What follows belongs to an exercise in optimizing a design on an open flow for small area, a short achievable clock period and few clock cycles per item; a production flow would make more cautious choices.
Only simulation tests tie the RTL to the original design; equivalence was not proved.
No activity file was given, so power comes from the tool's default toggle rates.

<file path="flow/constraint.sdc">
create_clock -name core_clock -period 5.0 [get_ports {clk}]
set_input_delay 1.0000 -clock core_clock [delete_from_list [all_inputs] [get_ports {clk}]]
set_output_delay 1.0000 -clock core_clock [all_outputs]
set_load 0.01 [all_outputs]
</file>
<file path="flow/config.mk">
export PLATFORM = sky130hd
export DESIGN_NAME = mmacc_main
export DESIGN_NICKNAME = mmacc_main
export VERILOG_FILES = /design/flow/design.v
export SDC_FILE = /design/flow/constraint.sdc
export NUM_CORES = 4
export LEC_CHECK = 0
export CAP_MARGIN = 20
export CORE_MARGIN = 2
export CORE_UTILIZATION = 40
export SLEW_MARGIN = 20
</file>
<file path="flow/run.sh">
#!/bin/bash
# synth_recipe.tcl (not shown) runs the flow's synth.tcl, then flattens the netlist and writes it again
# the make line also repeats each setting of config.mk as NAME=value (left out here)
make -C /OpenROAD-flow-scripts/flow DESIGN_CONFIG=/design/flow/config.mk WORK_HOME=/design/flow/orfs CLKGATE_MAP_FILE= SYNTH_SCRIPT=/design/flow/synth_recipe.tcl finish
</file>
<file path="flow/design.v">
`timescale 1ns/1ps
`default_nettype none
module mmacc_fifo #(
  parameter int DEPTH = 2,
  parameter int WIDTH = 1
) (
  input  wire logic             clk,
  input  wire logic             s_rst_n,
  input  wire logic             push_i,
  input  wire logic [WIDTH-1:0] data_i,
  input  wire logic             pop_i,
  output logic      [WIDTH-1:0] data_o,
  output logic                  not_empty_o,
  output logic                  ovf_o
);
  localparam int PTR_W = (DEPTH > 1) ? $clog2(DEPTH) : 1;
  localparam int CNT_W = $clog2(DEPTH + 1);
  logic [WIDTH-1:0] mem [DEPTH];
  logic [PTR_W-1:0] wr_ptr;
  logic [PTR_W-1:0] rd_ptr;
  logic [CNT_W-1:0] count;
  logic             full;
  logic             wr_en;
  logic             rd_en;
  assign full        = (count == CNT_W'(DEPTH));
  assign not_empty_o = (count != '0);
  assign wr_en       = push_i & (~full | pop_i);
  assign rd_en       = pop_i & not_empty_o;
  assign ovf_o       = push_i & ~wr_en;
  assign data_o      = mem[rd_ptr];
  always_ff @(posedge clk) begin
    if (wr_en) begin
      mem[wr_ptr] <= data_i;
    end
  end
  always_ff @(posedge clk) begin
    if (!s_rst_n) begin
      wr_ptr <= '0;
      rd_ptr <= '0;
      count  <= '0;
    end else begin
      if (wr_en) begin
        wr_ptr <= (wr_ptr == PTR_W'(DEPTH - 1)) ? '0 : wr_ptr + 1'b1;
      end
      if (rd_en) begin
        rd_ptr <= (rd_ptr == PTR_W'(DEPTH - 1)) ? '0 : rd_ptr + 1'b1;
      end
      case ({wr_en, rd_en})
        2'b10:   count <= count + 1'b1;
        2'b01:   count <= count - 1'b1;
        default: count <= count;
      endcase
    end
  end
endmodule
`default_nettype wire
`timescale 1ns/1ps
`default_nettype none
module mmacc_gram (
  input  wire logic        clk,
  input  wire logic        s_rst_n,
  input  wire logic        ld_en_i,
  input  wire logic [4:0]  ld_add_i,
  input  wire logic [15:0] ld_data_i,
  input  wire logic        acc_wr_en_i,
  input  wire logic [4:0]  acc_wr_add_i,
  input  wire logic [15:0] acc_wr_data_i,
  input  wire logic        feed_req_i,
  input  wire logic        acc_req_i,
  input  wire logic        sxt_req_i,
  input  wire logic [4:0]  feed_add_i,
  input  wire logic [4:0]  acc_add_i,
  input  wire logic [4:0]  sxt_add_i,
  output logic             feed_gnt_o,
  output logic             acc_gnt_o,
  output logic             sxt_gnt_o,
  output logic             feed_rvld_o,
  output logic             acc_rvld_o,
  output logic             sxt_rvld_o,
  output logic [15:0]      rd_data_o
);
  logic [15:0] mem [32];
  logic        wr_en;
  logic [4:0]  wr_add;
  logic [15:0] wr_data;
  logic [4:0]  rd_add;
  logic        rd_en;
  assign wr_en   = acc_wr_en_i | ld_en_i;
  assign wr_add  = acc_wr_en_i ? acc_wr_add_i  : ld_add_i;
  assign wr_data = acc_wr_en_i ? acc_wr_data_i : ld_data_i;
  always_ff @(posedge clk) begin
    if (wr_en) begin
      mem[wr_add] <= wr_data;
    end
  end
  assign acc_gnt_o  = acc_req_i;
  assign sxt_gnt_o  = sxt_req_i & ~acc_req_i;
  assign feed_gnt_o = feed_req_i & ~acc_req_i & ~sxt_req_i;
  assign rd_en      = acc_gnt_o | sxt_gnt_o | feed_gnt_o;
  always_comb begin
    if (acc_gnt_o) begin
      rd_add = acc_add_i;
    end else if (sxt_gnt_o) begin
      rd_add = sxt_add_i;
    end else begin
      rd_add = feed_add_i;
    end
  end
  always_ff @(posedge clk) begin
    if (rd_en) begin
      rd_data_o <= mem[rd_add];
    end
  end
  always_ff @(posedge clk) begin
    if (!s_rst_n) begin
      feed_rvld_o <= 1'b0;
      acc_rvld_o  <= 1'b0;
      sxt_rvld_o  <= 1'b0;
    end else begin
      feed_rvld_o <= feed_gnt_o;
      acc_rvld_o  <= acc_gnt_o;
      sxt_rvld_o  <= sxt_gnt_o;
    end
  end
endmodule
`default_nettype wire
`timescale 1ns/1ps
`default_nettype none
module mmacc_feed #(
  parameter int ENQ_DELAY = 8
) (
  input  wire logic        clk,
  input  wire logic        s_rst_n,
  input  wire logic [1:0]  cmd_slot_i,
  input  wire logic [2:0]  cmd_rot_i,
  input  wire logic        cmd_ne_i,
  output logic             cmd_pop_o,
  input  wire logic        gnt_i,
  input  wire logic        rvld_i,
  input  wire logic [15:0] rd_data_i,
  output logic             req_o,
  output logic [4:0]       add_o,
  output logic             afifo_push_o,
  output logic [1:0]       afifo_data_o,
  output logic             feed_vld_o,
  output logic [15:0]      feed_data_o,
  output logic             feed_sop_o,
  output logic             feed_eop_o,
  output logic             cmd_enquiry_o
);
  localparam logic [2:0] LAST_IDX = 3'd7;
  logic                 busy;
  logic [2:0]           j;
  logic [1:0]           slot_q;
  logic [2:0]           rot_q;
  logic                 pend_neg;
  logic                 pend_sop;
  logic                 pend_eop;
  logic [ENQ_DELAY-1:0] enq_sr;
  assign cmd_pop_o    = ~busy & cmd_ne_i;
  assign afifo_push_o = cmd_pop_o;
  assign afifo_data_o = cmd_slot_i;
  assign req_o = busy;
  assign add_o = {slot_q, 3'(j - rot_q)};
  always_ff @(posedge clk) begin
    if (!s_rst_n) begin
      busy <= 1'b0;
      j    <= '0;
    end else if (cmd_pop_o) begin
      busy <= 1'b1;
      j    <= '0;
    end else if (gnt_i) begin
      busy <= (j != LAST_IDX);
      j    <= j + 1'b1;
    end
  end
  always_ff @(posedge clk) begin
    if (cmd_pop_o) begin
      slot_q <= cmd_slot_i;
      rot_q  <= cmd_rot_i;
    end
  end
  always_ff @(posedge clk) begin
    if (gnt_i) begin
      pend_neg <= (j < rot_q);
      pend_sop <= (j == '0);
      pend_eop <= (j == LAST_IDX);
    end
  end
  always_ff @(posedge clk) begin
    if (!s_rst_n) begin
      feed_vld_o  <= 1'b0;
      feed_data_o <= '0;
      feed_sop_o  <= 1'b0;
      feed_eop_o  <= 1'b0;
    end else begin
      feed_vld_o  <= rvld_i;
      feed_data_o <= pend_neg ? -rd_data_i : rd_data_i;
      feed_sop_o  <= rvld_i & pend_sop;
      feed_eop_o  <= rvld_i & pend_eop;
    end
  end
  always_ff @(posedge clk) begin
    if (!s_rst_n) begin
      enq_sr        <= ENQ_DELAY'(1);
      cmd_enquiry_o <= 1'b0;
    end else begin
      enq_sr        <= enq_sr << 1;
      cmd_enquiry_o <= enq_sr[ENQ_DELAY-1] | cmd_pop_o;
    end
  end
endmodule
`default_nettype wire
`timescale 1ns/1ps
`default_nettype none
module mmacc_acc (
  input  wire logic        clk,
  input  wire logic        s_rst_n,
  input  wire logic [1:0]  afifo_i,
  input  wire logic        afifo_ne_i,
  output logic             afifo_pop_o,
  input  wire logic [15:0] res_i,
  input  wire logic        res_ne_i,
  output logic             res_pop_o,
  input  wire logic        gnt_i,
  input  wire logic        rvld_i,
  input  wire logic [15:0] rd_data_i,
  output logic             req_o,
  output logic [4:0]       add_o,
  output logic             wr_en_o,
  output logic [4:0]       wr_add_o,
  output logic [15:0]      wr_data_o,
  output logic             sfifo_push_o,
  output logic [1:0]       sfifo_data_o
);
  localparam logic [2:0] LAST_IDX = 3'd7;
  logic       busy;
  logic       rd_pend;
  logic [1:0] slot_q;
  logic [2:0] j;
  logic       wr_last;
  assign afifo_pop_o = ~busy & afifo_ne_i;
  assign req_o = busy & ~rd_pend & res_ne_i;
  assign add_o = {slot_q, j};
  assign res_pop_o = rvld_i;
  always_ff @(posedge clk) begin
    if (!s_rst_n) begin
      busy    <= 1'b0;
      rd_pend <= 1'b0;
      j       <= '0;
    end else if (afifo_pop_o) begin
      busy <= 1'b1;
      j    <= '0;
    end else begin
      if (gnt_i) begin
        rd_pend <= 1'b1;
      end
      if (rvld_i) begin
        rd_pend <= 1'b0;
        busy    <= (j != LAST_IDX);
        j       <= j + 1'b1;
      end
    end
  end
  always_ff @(posedge clk) begin
    if (afifo_pop_o) begin
      slot_q <= afifo_i;
    end
  end
  always_ff @(posedge clk) begin
    if (!s_rst_n) begin
      wr_en_o      <= 1'b0;
      wr_add_o     <= '0;
      wr_data_o    <= '0;
      wr_last      <= 1'b0;
      sfifo_push_o <= 1'b0;
      sfifo_data_o <= '0;
    end else begin
      wr_en_o      <= rvld_i;
      wr_add_o     <= add_o;
      wr_data_o    <= rd_data_i + res_i;
      wr_last      <= rvld_i & (j == LAST_IDX);
      sfifo_push_o <= wr_last;
      sfifo_data_o <= wr_add_o[4:3];
    end
  end
endmodule
`default_nettype wire
`timescale 1ns/1ps
`default_nettype none
module mmacc_sxt (
  input  wire logic        clk,
  input  wire logic        s_rst_n,
  input  wire logic [1:0]  sfifo_i,
  input  wire logic        sfifo_ne_i,
  output logic             sfifo_pop_o,
  input  wire logic        gnt_i,
  input  wire logic        rvld_i,
  input  wire logic [15:0] rd_data_i,
  output logic             req_o,
  output logic [4:0]       add_o,
  output logic             sxt_vld_o,
  output logic [15:0]      sxt_data_o,
  output logic             sxt_last_o,
  output logic [1:0]       sxt_slot_o,
  output logic             done_o,
  output logic [1:0]       done_slot_o
);
  localparam logic [2:0] LAST_IDX = 3'd7;
  logic       busy;
  logic [1:0] slot_q;
  logic [2:0] j;
  logic       pend_neg;
  logic       pend_last;
  assign sfifo_pop_o = ~busy & sfifo_ne_i;
  assign req_o       = busy;
  assign add_o       = {slot_q, 3'(-j)};
  always_ff @(posedge clk) begin
    if (!s_rst_n) begin
      busy <= 1'b0;
      j    <= '0;
    end else if (sfifo_pop_o) begin
      busy <= 1'b1;
      j    <= '0;
    end else if (gnt_i) begin
      busy <= (j != LAST_IDX);
      j    <= j + 1'b1;
    end
  end
  always_ff @(posedge clk) begin
    if (sfifo_pop_o) begin
      slot_q <= sfifo_i;
    end
    if (gnt_i) begin
      pend_neg  <= (j != '0);
      pend_last <= (j == LAST_IDX);
    end
  end
  always_ff @(posedge clk) begin
    if (!s_rst_n) begin
      sxt_vld_o   <= 1'b0;
      sxt_data_o  <= '0;
      sxt_last_o  <= 1'b0;
      sxt_slot_o  <= '0;
      done_o      <= 1'b0;
      done_slot_o <= '0;
    end else begin
      sxt_vld_o   <= rvld_i;
      sxt_data_o  <= pend_neg ? -rd_data_i : rd_data_i;
      sxt_last_o  <= rvld_i & pend_last;
      sxt_slot_o  <= slot_q;
      done_o      <= rvld_i & pend_last;
      done_slot_o <= slot_q;
    end
  end
endmodule
`default_nettype wire
`timescale 1ns/1ps
`default_nettype none
module mmacc_main #(
  parameter int CMD_FIFO_DEPTH = 2,
  parameter int ACC_FIFO_DEPTH = 4,
  parameter int RES_FIFO_DEPTH = 16,
  parameter int ENQ_DELAY      = 8
) (
  input  wire logic        clk,
  input  wire logic        s_rst_n,
  input  wire logic        ld_en_i,
  input  wire logic [4:0]  ld_add_i,
  input  wire logic [15:0] ld_data_i,
  input  wire logic        cmd_avail_i,
  input  wire logic [1:0]  cmd_slot_i,
  input  wire logic [2:0]  cmd_rot_i,
  input  wire logic        res_avail_i,
  input  wire logic [15:0] res_i,
  output logic             cmd_enquiry_o,
  output logic             feed_vld_o,
  output logic [15:0]      feed_data_o,
  output logic             feed_sop_o,
  output logic             feed_eop_o,
  output logic             sxt_vld_o,
  output logic [15:0]      sxt_data_o,
  output logic             sxt_last_o,
  output logic [1:0]       sxt_slot_o,
  output logic             done_o,
  output logic [1:0]       done_slot_o,
  output logic [3:0]       error_o
);
  logic [4:0]  cfifo_data;
  logic        cfifo_ne, cfifo_pop, cfifo_ovf;
  logic [1:0]  afifo_in, afifo_out;
  logic        afifo_push, afifo_ne, afifo_pop, afifo_ovf;
  logic [1:0]  sfifo_in, sfifo_out;
  logic        sfifo_push, sfifo_ne, sfifo_pop, sfifo_ovf;
  logic [15:0] rfifo_data;
  logic        rfifo_ne, rfifo_pop, rfifo_ovf;
  mmacc_fifo #(.DEPTH(CMD_FIFO_DEPTH), .WIDTH(5)) u_cmd_fifo (
    .clk(clk), .s_rst_n(s_rst_n), .push_i(cmd_avail_i), .data_i({cmd_slot_i, cmd_rot_i}),
    .pop_i(cfifo_pop), .data_o(cfifo_data), .not_empty_o(cfifo_ne), .ovf_o(cfifo_ovf)
  );
  mmacc_fifo #(.DEPTH(ACC_FIFO_DEPTH), .WIDTH(2)) u_acc_fifo (
    .clk(clk), .s_rst_n(s_rst_n), .push_i(afifo_push), .data_i(afifo_in),
    .pop_i(afifo_pop), .data_o(afifo_out), .not_empty_o(afifo_ne), .ovf_o(afifo_ovf)
  );
  mmacc_fifo #(.DEPTH(ACC_FIFO_DEPTH), .WIDTH(2)) u_sxt_fifo (
    .clk(clk), .s_rst_n(s_rst_n), .push_i(sfifo_push), .data_i(sfifo_in),
    .pop_i(sfifo_pop), .data_o(sfifo_out), .not_empty_o(sfifo_ne), .ovf_o(sfifo_ovf)
  );
  mmacc_fifo #(.DEPTH(RES_FIFO_DEPTH), .WIDTH(16)) u_res_fifo (
    .clk(clk), .s_rst_n(s_rst_n), .push_i(res_avail_i), .data_i(res_i),
    .pop_i(rfifo_pop), .data_o(rfifo_data), .not_empty_o(rfifo_ne), .ovf_o(rfifo_ovf)
  );
  logic        acc_wr_en;
  logic [4:0]  acc_wr_add;
  logic [15:0] acc_wr_data;
  logic [4:0]  feed_add, acc_add, sxt_add;
  logic        feed_req, acc_req, sxt_req;
  logic        feed_gnt, acc_gnt, sxt_gnt;
  logic        feed_rvld, acc_rvld, sxt_rvld;
  logic [15:0] rd_data;
  mmacc_gram u_gram (
    .clk(clk), .s_rst_n(s_rst_n),
    .ld_en_i(ld_en_i), .ld_add_i(ld_add_i), .ld_data_i(ld_data_i),
    .acc_wr_en_i(acc_wr_en), .acc_wr_add_i(acc_wr_add), .acc_wr_data_i(acc_wr_data),
    .feed_req_i(feed_req), .acc_req_i(acc_req), .sxt_req_i(sxt_req),
    .feed_add_i(feed_add), .acc_add_i(acc_add), .sxt_add_i(sxt_add),
    .feed_gnt_o(feed_gnt), .acc_gnt_o(acc_gnt), .sxt_gnt_o(sxt_gnt),
    .feed_rvld_o(feed_rvld), .acc_rvld_o(acc_rvld), .sxt_rvld_o(sxt_rvld),
    .rd_data_o(rd_data)
  );
  mmacc_feed #(.ENQ_DELAY(ENQ_DELAY)) u_feed (
    .clk(clk), .s_rst_n(s_rst_n),
    .cmd_slot_i(cfifo_data[4:3]), .cmd_rot_i(cfifo_data[2:0]),
    .cmd_ne_i(cfifo_ne), .cmd_pop_o(cfifo_pop),
    .gnt_i(feed_gnt), .rvld_i(feed_rvld), .rd_data_i(rd_data),
    .req_o(feed_req), .add_o(feed_add),
    .afifo_push_o(afifo_push), .afifo_data_o(afifo_in),
    .feed_vld_o(feed_vld_o), .feed_data_o(feed_data_o),
    .feed_sop_o(feed_sop_o), .feed_eop_o(feed_eop_o),
    .cmd_enquiry_o(cmd_enquiry_o)
  );
  mmacc_acc u_acc (
    .clk(clk), .s_rst_n(s_rst_n),
    .afifo_i(afifo_out), .afifo_ne_i(afifo_ne), .afifo_pop_o(afifo_pop),
    .res_i(rfifo_data), .res_ne_i(rfifo_ne), .res_pop_o(rfifo_pop),
    .gnt_i(acc_gnt), .rvld_i(acc_rvld), .rd_data_i(rd_data),
    .req_o(acc_req), .add_o(acc_add),
    .wr_en_o(acc_wr_en), .wr_add_o(acc_wr_add), .wr_data_o(acc_wr_data),
    .sfifo_push_o(sfifo_push), .sfifo_data_o(sfifo_in)
  );
  mmacc_sxt u_sxt (
    .clk(clk), .s_rst_n(s_rst_n),
    .sfifo_i(sfifo_out), .sfifo_ne_i(sfifo_ne), .sfifo_pop_o(sfifo_pop),
    .gnt_i(sxt_gnt), .rvld_i(sxt_rvld), .rd_data_i(rd_data),
    .req_o(sxt_req), .add_o(sxt_add),
    .sxt_vld_o(sxt_vld_o), .sxt_data_o(sxt_data_o), .sxt_last_o(sxt_last_o),
    .sxt_slot_o(sxt_slot_o), .done_o(done_o), .done_slot_o(done_slot_o)
  );
  always_ff @(posedge clk) begin
    if (!s_rst_n) begin
      error_o <= '0;
    end else begin
      error_o <= error_o | {cfifo_ovf, afifo_ovf, rfifo_ovf, sfifo_ovf};
    end
  end
endmodule
`default_nettype wire
</file>
==> notes.md <==
-- per-layer routing --
metal | global-route usage, % | up-vias
met3 | 4.05 | 176
met4 | 6.48 | 4
met5 | 0 | -
met2 | 31.5 | 679
met1 | 25.9 | 11000
li1 | - | 9626
-- synth_stat cells, types with 3 or more instances --
cell type	instances
edfxtp_1	824
mux2i_1	170
nor2_1	164
a211oi_1	152
nand2_1	144
dfxtp_1	129
inv_1	105
mux4_2	84
clkbuf_1	65
a211o_1	60
mux2_2	58
ha_1	50
a21oi_1	46
xor2_1	44
buf_2	42
and3_1	40
nand4_1	27
and2_1	23
nand3_1	22
o21ai_0	18
or4_1	16
o22ai_1	15
nor3_1	14
xnor2_1	14
buf_4	13
or3_1	12
buf_1	11
a21o_1	8
nor2b_1	6
fa_1	5
nand2b_1	5
o211ai_1	5
o31ai_1	5
a32oi_1	4
buf_6	4
o21a_1	3
-- power groups by stage --
stage / registers (mW) / clock network [mW] / logic, mW
floorplan: 9.74 / 0 / 6.05
detailed placement: 10.0 / 0 / 8.57
global placement: 10.0 / 0 / 8.43
finish: 9.86 / 7.46 / 8.60
CTS: 9.87 / 7.61 / 8.60
global route: 9.90 / 7.91 / 9.29
-- final cells by class --
type	count	area, um2
fillers	8123	50700
well taps	1265	1580
repair buffers	169	1600
multi-input cells	1240	10200
clock inverters	55	624
inverters	107	402
clock buffers	126	2670
flip-flops and latches	953	27300
-- registers in the layout (all words and copies together) (netlist names), 4 cells and up, named ones only --
| register | cells |
|---|---|
| u_gram.mem | 512 |
| u_res_fifo.mem | 256 |
| u_acc.wr_data_o | 16 |
| u_gram.rd_data_o | 16 |
| u_sxt.sxt_data_o | 16 |
| u_feed.feed_data_o | 15 |
| u_cmd_fifo.mem | 10 |
| u_acc_fifo.mem | 8 |
| u_feed.enq_sr | 8 |
| u_sxt_fifo.mem | 8 |
| u_acc.wr_add_o | 5 |
| u_res_fifo.count | 5 |
| error_o | 4 |
| u_res_fifo.rd_ptr | 4 |
| u_res_fifo.wr_ptr | 4 |
-- cell families after synthesis --
| logic type | share of synthesized area [%] |
|---|---|
| compound gates | 6.27 |
| xor+xnor | 1.32 |
| fa+ha+maj | 1.88 |
| buf+inv | 2.70 |
| flops | 70.9 |
| mux | 11.1 |
| simple gates | 5.83 |
-- critical path: stages, from the launching register on --
cell	delay, ns
dfxtp_1	0.37
nor4_4	0.49
a21o_2	0.44
mux2_1	0.49
nand3_1	0.83
a211o_1	0.18
nand4_1	0.28
or4_1	0.57
-- worst paths after layout --
path | endpoint | slack, ns | cells after the start
hold / removal | u_feed.enq_sr[6] | 0.44 | 1
setup reg to reg | u_gram.rd_data_o[4] | 1.07 | 7
hold reg to reg | u_feed.enq_sr[6] | 0.44 | 1
setup / recovery | u_gram.rd_data_o[4] | 1.07 | 7
-- through the flow --
| stage | utilization [%] | total power, mW | area, um2 | setup slack (ns) |
|---|---|---|---|---|
| 2_1_floorplan | - | 15.8 | 38500 | 1.15 |
| 3_3_place_gp | 43.2 | 18.4 | 41100 | 1.09 |
| 6_report | 46.7 | 25.9 | 44400 | 1.07 |
| 5_1_grt | 46.7 | 27.1 | 44400 | 0.834 |
| 4_1_cts | 46.7 | 26.1 | 44400 | 1.10 |
| 3_5_place_dp | 43.2 | 18.6 | 41100 | 1.11 |
==> notes.md <==
- Maximum buffer depth of the clock tree: 3
- TritonCTS created 98 clock buffers.
- The die covers 98,800 um2.
- For this block, wires on met1 add up to roughly 40,000 um.
- HP Start: u_feed.enq_sr[5]
- On the final layout, the worst hold slack is 0.435 ns.
* Top library cells by usage in the layout, fill and taps aside: edfxtp_1, mux2i_1, nor2_1, a211oi_1, nand2_1
* Power share of the clock group: 28.8%
* Classification of the worst-slack hold path: reg -> reg
- WL met3: roughly 6400 um
- Clock tree root buffer cell: clkbuf_16
- Power density over cell area: between 500 and 600 nW/um2
- Before antenna repair, the detailed router went through 6 iterations.
- Share of cells above drive strength 1: 14.3%
- Gates resized during post-CTS repair numbered 0.
- Summed over all nets, wire length on met2 after detailed routing comes to 45,400 um.
- For this block, the routed nets add up to 95,300 um of wire.
- Via-per-instance ratio: 5.48
- For this run, the number of Yosys warnings is 8.
- The net count of the finished layout is 2,671.
- Top area cells in the synthesized netlist: edfxtp_1, dfxtp_1, mux4_2
* Net load switching power: about 8.8 mW
* Die width: 314 um
- Syn Std Cell Area: just under 40,000 um2
- The highest metal layer carrying signal wires in the routed design is met5.
* Number of rows in the core area: between 100 and 150
* Setup repair after global routing missed its margin: false
- Cell internal power was estimated by the tool at ~17 mW.
* Global-route wire length before repair: approximately 140,000 um
* Avg Cell Area, Syn: 15.8 um2
- Number of hold-slack violations in the final timing report: 0
* CP endpoint kind: flop
* Number of DRC markers in iteration 0: 2,120
- Leakage: around 15 nW
* Skew-Pair Late Insertion Delay: 0.67 ns
- Number of cells produced by synthesis: roughly 2,400
* Post-CTS Setup Inserts: 0
- Distinct cells, synth: 58
* WL/cell: 24.4 um
* Startpoint class of the critical path: flop
- Final HPWL from detailed placement: 57,800 um
- Counting every net in the synthesized netlist gives around 2,500.
- The library cell used most frequently in the layout, excluding fill and tap cells, is edfxtp_1.
* Core region area: 95,200 um2
* Clock-pin slew on the worst setup and hold paths: 0.06 ns
- The total count of max-transition violations in the final report is 0.
- 0 antenna diodes ended up in the layout.
- Across the VDD grid, the largest voltage drop is 0.550 mV.
- Combinational Power Share: 33.2%
- The worst register-to-register path begins at u_res_fifo.count[0].
* Synth async-reset ratio: 0%
- At the pin with the least slew margin, the transition time is 1.14 ns.
- CTS tree: built
- Summed over all failing endpoints, the final setup total negative slack is 0 ns.
- After synthesis the netlist holds a flip-flop and latch count of 953.
- H-tree levels: 3
- Once layout is complete, the cells apart from fillers number 3,915.
- Vias post-DR: 21,500
* All-Layer GR Usage: about a fifth
- The run finished with no timing, DRC or antenna violations.
* Initial antenna violation count: 4
* DIE HEIGHT: ~310 um
- DRC errors left: 0
* Growth of design area from synthesis to finish: 15.4%
- Of the total power, the share spent switching nets is about a third.
- edfxtp_1 takes more of the synthesized area than any other cell.
- Critical path startpoint: u_res_fifo.count[0]
* Max frequency: about 0.25 GHz
- On the final layout, the worst clock skew is 0.0313 ns.
- The clock period could shrink to 3.93 ns.
- The count of nets left with antenna violations once routing finished came out at 0.
- Arrival time of data at the critical path endpoint: 4.33 ns
- Of the available clock period, the critical path in the final layout requires 78.5%.
* Number of buffers added on ports: 93
- Largest net degree at the start of global routing: 142
- The tool flagged a number of max-cap violations equal to 0.
* Setup violation total in the final timing report: 0
- In this run the worst path has a maximum fanout of 15.
- Placed Cells: about 3,700
- In this run, flip-flops and latches consume 38.0% of the power.
* Number of global-route vias before repair: around 22,000
* Clock Sink Count: 953
* Overall overflow remaining after global route: 0
* Number of flops mapped to enable cells by yosys: 824
* Worst Path Required: 5.40 ns
- In this run the tightest slew margin relative to its limit is 23.5%.
- Main flop type after synthesis: edfxtp_1
- Yosys top cell area share: 64.2%
- CP Class: reg -> reg
- Initial standard-cell utilization of the core: 40.5%
- Sequential cells were found to cover 70.9% of the synthesized design area.
* Hold buffers post-CTS: 0
- Final estimated routing congestion in global placement: 0.812
* Count of pins on the block boundary: between 90 and 100
Testbench counts, summed over its fixed seeds: cycles 6,847, items 256.

==> port drivers added, routing unchanged <==
The flow's constraints put no driver on any port. The routed layout listed below was extracted and timed again, unchanged, in two steps. Step 1 (the two cells are an assumption about what drives the block):
set clk [get_ports {clk}]
set_driving_cell -lib_cell sky130_fd_sc_hd__clkbuf_16 $clk
set_driving_cell -lib_cell sky130_fd_sc_hd__buf_2 [delete_from_list [all_inputs] $clk]
Step 2, shift: input delay + t, output delay - t, t = (earliest + latest rising clock arrival at the registers) / 2. This alone moves slack from input paths to output paths. a / b / c = ideal ports / drivers / drivers and shift; a / b = the first two.
shift t [ns]: 0.718
setup slack, ns: 1.073 / 1.073 / 1.073
hold slack, ns: 0.435 / 0.435 / 0.435
worst register clock-pin slew, ns: 0.07 / 0.07
worst data-port slew with drivers (ns): 0.11
After both steps setup and hold are still met in this run. The setup slack of this run moves by 0.000 ns with the drivers and by 0.000 ns with both steps.
